Source: an optimization exercise on an open RTL-to-GDS flow (aim: small area, a short achievable clock period and few clock cycles). Production flows keep margins and buffers that such runs may drop.
The RTL was checked by simulation tests, not by an equivalence proof against the original design.
Power is estimated from default activity; no workload was simulated.

lane 1:
// bmem_top
module bmem_top (
    input  logic         clk,
    input  logic         rst_n,
    input  logic [31:0]  icache_addr,
    input  logic         icache_read,
    output logic         icache_resp,
    output logic [255:0] icache_rdata,
    input  logic [31:0]  dcache_addr,
    input  logic         dcache_read,
    input  logic         dcache_write,
    input  logic [255:0] dcache_wdata,
    output logic         dcache_resp,
    output logic [255:0] dcache_rdata,
    output logic [31:0]  bmem_addr,
    output logic         bmem_read,
    output logic         bmem_write,
    output logic [63:0]  bmem_wdata,
    input  logic         bmem_ready,
    input  logic [63:0]  bmem_rdata,
    input  logic         bmem_rvalid
);
Size in the first run: ~850 cells after synthesis, ~210 flip-flops, roughly 11000 µm² of cells after synthesis.
==> flow/config.mk <==
export PLATFORM = sky130hd
export DESIGN_NAME = bmem_top
export DESIGN_NICKNAME = bmem_top
export VERILOG_FILES = /design/flow/design.v
export SDC_FILE = /design/flow/constraint.sdc
export NUM_CORES = 4
export LEC_CHECK = 0
export CAP_MARGIN = 20
export CORE_AREA = 10 10 330 330
export DIE_AREA = 0 0 340 340
export PLACE_DENSITY = 0.7
export SETUP_SLACK_MARGIN = 2.2
export SLEW_MARGIN = 20
==> flow/constraint.sdc <==
create_clock -name core_clock -period 5.0 [get_ports {clk}]
set_input_delay 1.0000 -clock core_clock [delete_from_list [all_inputs] [get_ports {clk}]]
set_output_delay 1.0000 -clock core_clock [all_outputs]
set_load 0.01 [all_outputs]
standard.sh (not shown) runs the stock make flow with config.mk's settings and CLKGATE_MAP_FILE= SYNTH_SCRIPT=/design/flow/synth_recipe.tcl, a recipe that flattens the netlist after the stock synthesis.
==> flow/flow/run.sh <==
#!/bin/bash
# Standard layout with two changes: a fixed pin plan (written by flow/pins.py and sourced
# at the end of floorplan through ORFS's IO_CONSTRAINTS hook) that keeps each bit slice's
# ports together, and buf_1 as the port buffer instead of the resizer's default pick.
set -euo pipefail
python3 flow/pins.py 340 6 > pins.tcl 2> pins.log
export IO_CONSTRAINTS="$PWD/pins.tcl"
export BUFFER_PORTS_ARGS="-buffer_cell sky130_fd_sc_hd__buf_1"
bash standard.sh > flow_standard.log 2>&1
==> flow/flow/pins.py <==
#!/usr/bin/env python3
"""Writes pins.tcl, a fixed pin plan for bmem_top on a square die (side given, um).

The control pins sit at the middle of the bottom edge; next to them, going outward,
the address slices (icache_addr[a], bmem_addr[a], dcache_addr[a]) and then the write
slices (the four dcache_wdata bits that bmem_wdata[k] selects from, and bmem_wdata[k]),
wrapping round the bottom corners. The read slices (bmem_rdata[k] with the eight rdata
outputs it feeds) are spread over the rest of the edge. Every path from an input to an
output then stays inside one slice."""
import sys

side = float(sys.argv[1]) if len(sys.argv) > 1 else 380.0
margin = float(sys.argv[2]) if len(sys.argv) > 2 else 12.0
M2_OFF, M2_PITCH = 0.23, 0.46     # vertical layer, bottom and top edges
M3_OFF, M3_PITCH = 0.34, 0.68     # horizontal layer, left and right edges
STEP = 2                          # every second track, as place_pins does by default

def tracks(off, pitch):
    out = []
    i = 0
    while True:
        v = off + pitch * i
        if v > side - margin:
            break
        if v >= margin:
            out.append(round(v, 3))
        i += STEP
    return out

xs = tracks(M2_OFF, M2_PITCH)
ys = tracks(M3_OFF, M3_PITCH)
# slots as (edge, coordinate)
bottom = [("B", x) for x in xs]
top = [("T", x) for x in xs]
left = [("L", y) for y in ys]
right = [("R", y) for y in ys]

ctl = ["icache_read", "dcache_read", "dcache_write", "bmem_write", "bmem_ready", "bmem_read",
       "bmem_rvalid", "icache_resp", "dcache_resp", "rst_n", "clk"]
addr = [[f"icache_addr[{a}]", f"bmem_addr[{a}]", f"dcache_addr[{a}]"] for a in range(32)]
wr = [[f"dcache_wdata[{k}]", f"dcache_wdata[{k+64}]", f"bmem_wdata[{k}]",
       f"dcache_wdata[{k+128}]", f"dcache_wdata[{k+192}]"] for k in range(64)]
rd = [[f"icache_rdata[{k}]", f"dcache_rdata[{k}]", f"icache_rdata[{k+64}]", f"dcache_rdata[{k+64}]",
       f"bmem_rdata[{k}]", f"icache_rdata[{k+192}]", f"dcache_rdata[{k+192}]",
       f"icache_rdata[{k+128}]", f"dcache_rdata[{k+128}]"] for k in range(64)]

# Walk outward from the bottom centre: the left path runs to the bottom-left corner then up
# the left edge; the right path to the bottom-right corner then up the right edge.
mid = len(bottom) // 2
c0 = mid - len(ctl) // 2
assign = {}
for i, n in enumerate(ctl):
    assign[n] = bottom[c0 + i]
lpath = bottom[:c0][::-1] + left
rpath = bottom[c0 + len(ctl):] + right
li = ri = 0
half_a = len(addr) // 2
half_w = len(wr) // 2
lseq = addr[:half_a] + wr[:half_w]
rseq = addr[half_a:] + wr[half_w:]
for g in lseq:
    for n in g[::-1]:
        assign[n] = lpath[li]; li += 1
for g in rseq:
    for n in g:
        assign[n] = rpath[ri]; ri += 1
# Remaining slots: up the rest of the left edge, across the top, down the right edge.
rest = left[li - len(bottom[:c0]):] if li > c0 else left
rest_r = right[ri - len(bottom[c0 + len(ctl):]):] if ri > len(bottom) - c0 - len(ctl) else right
free = rest + top + rest_r[::-1]
n_rd = sum(len(g) for g in rd)
assert n_rd <= len(free), (n_rd, len(free))
# spread the read groups evenly over the free slots
gap = (len(free) - n_rd) / len(rd)
pos = 0.0
for g in rd:
    p = int(round(pos))
    for j, n in enumerate(g):
        assign[n] = free[p + j]
    pos += len(g) + gap

assert len(set(assign.values())) == len(assign) == 1003, len(assign)
lines = []
for n, (e, v) in sorted(assign.items()):
    if e == "B":
        lines.append(f"place_pin -pin_name {{{n}}} -layer met2 -location {{{v} 0.24}} -pin_size {{0.14 0.48}}")
    elif e == "T":
        lines.append(f"place_pin -pin_name {{{n}}} -layer met2 -location {{{v} {side-0.24:.3f}}} -pin_size {{0.14 0.48}}")
    elif e == "L":
        lines.append(f"place_pin -pin_name {{{n}}} -layer met3 -location {{0.4 {v}}} -pin_size {{0.8 0.3}}")
    else:
        lines.append(f"place_pin -pin_name {{{n}}} -layer met3 -location {{{side-0.4:.3f} {v}}} -pin_size {{0.8 0.3}}")
print("\n".join(lines))
Testbench counts of lane 1, summed over its fixed seeds: cycles 13,461.
For lane 2, these inputs were changed with respect to lane 1:
diff --git a/flow/flow/run.sh b/flow/flow/run.sh
--- a/flow/flow/run.sh
+++ b/flow/flow/run.sh
@@ -6 +6 @@
-python3 flow/pins.py 340 6 > pins.tcl 2> pins.log
+python3 flow/pins.py 380 > pins.tcl 2> pins.log
diff --git a/flow/flow/pins.py b/flow/flow/pins.py
--- a/flow/flow/pins.py
+++ b/flow/flow/pins.py
@@ -13 +13 @@
-margin = float(sys.argv[2]) if len(sys.argv) > 2 else 12.0
+margin = 12.0
diff --git a/flow/config.mk b/flow/config.mk
--- a/flow/config.mk
+++ b/flow/config.mk
@@ -9,4 +9,4 @@
-export CORE_AREA = 10 10 330 330
-export DIE_AREA = 0 0 340 340
-export PLACE_DENSITY = 0.7
-export SETUP_SLACK_MARGIN = 2.2
+export CORE_AREA = 10 10 370 370
+export DIE_AREA = 0 0 380 380
+export PLACE_DENSITY = 0.4
+export SETUP_SLACK_MARGIN = 2.35
Results
- Lane 1 -> lane 2: number of nets in the synthesized netlist delta 0, exact match
- Lane 1 → lane 2: clock tree buffer count of the final layout saw an increase; design area saw an increase; met2 routing resource usage after global routing saw a decrease; power saw little to no change; leakage power saw an increase.

==> static timing again, ports no longer ideal <==
Ports are ideal in the flow. The routed layouts listed here were re-timed in OpenROAD. Step 1, drivers: a clkbuf_16 drives clk and a buf_2 each remaining input, both assumed. Step 2 also shifts input and output timing later by t, the mid clock arrival at the registers, as if the neighbouring blocks saw the same clock. a / b / c = ideal ports / drivers / drivers and shift; a / b = the first two.
run	t (ns)	setup slack, ns	slew at the worst register clock pin (ns)	worst data-port slew with drivers (ns)
lane 1	0.617	2.291 / 2.238 / 2.039	0.06 / 0.06	0.05
lane 2	0.619	2.309 / 2.257 / 2.205	0.06 / 0.06	0.06
After both steps setup and hold are still met in every run listed. For lane 1, which loses most, drivers alone change the setup slack by -0.053 ns; drivers and shift together by -0.252 ns.
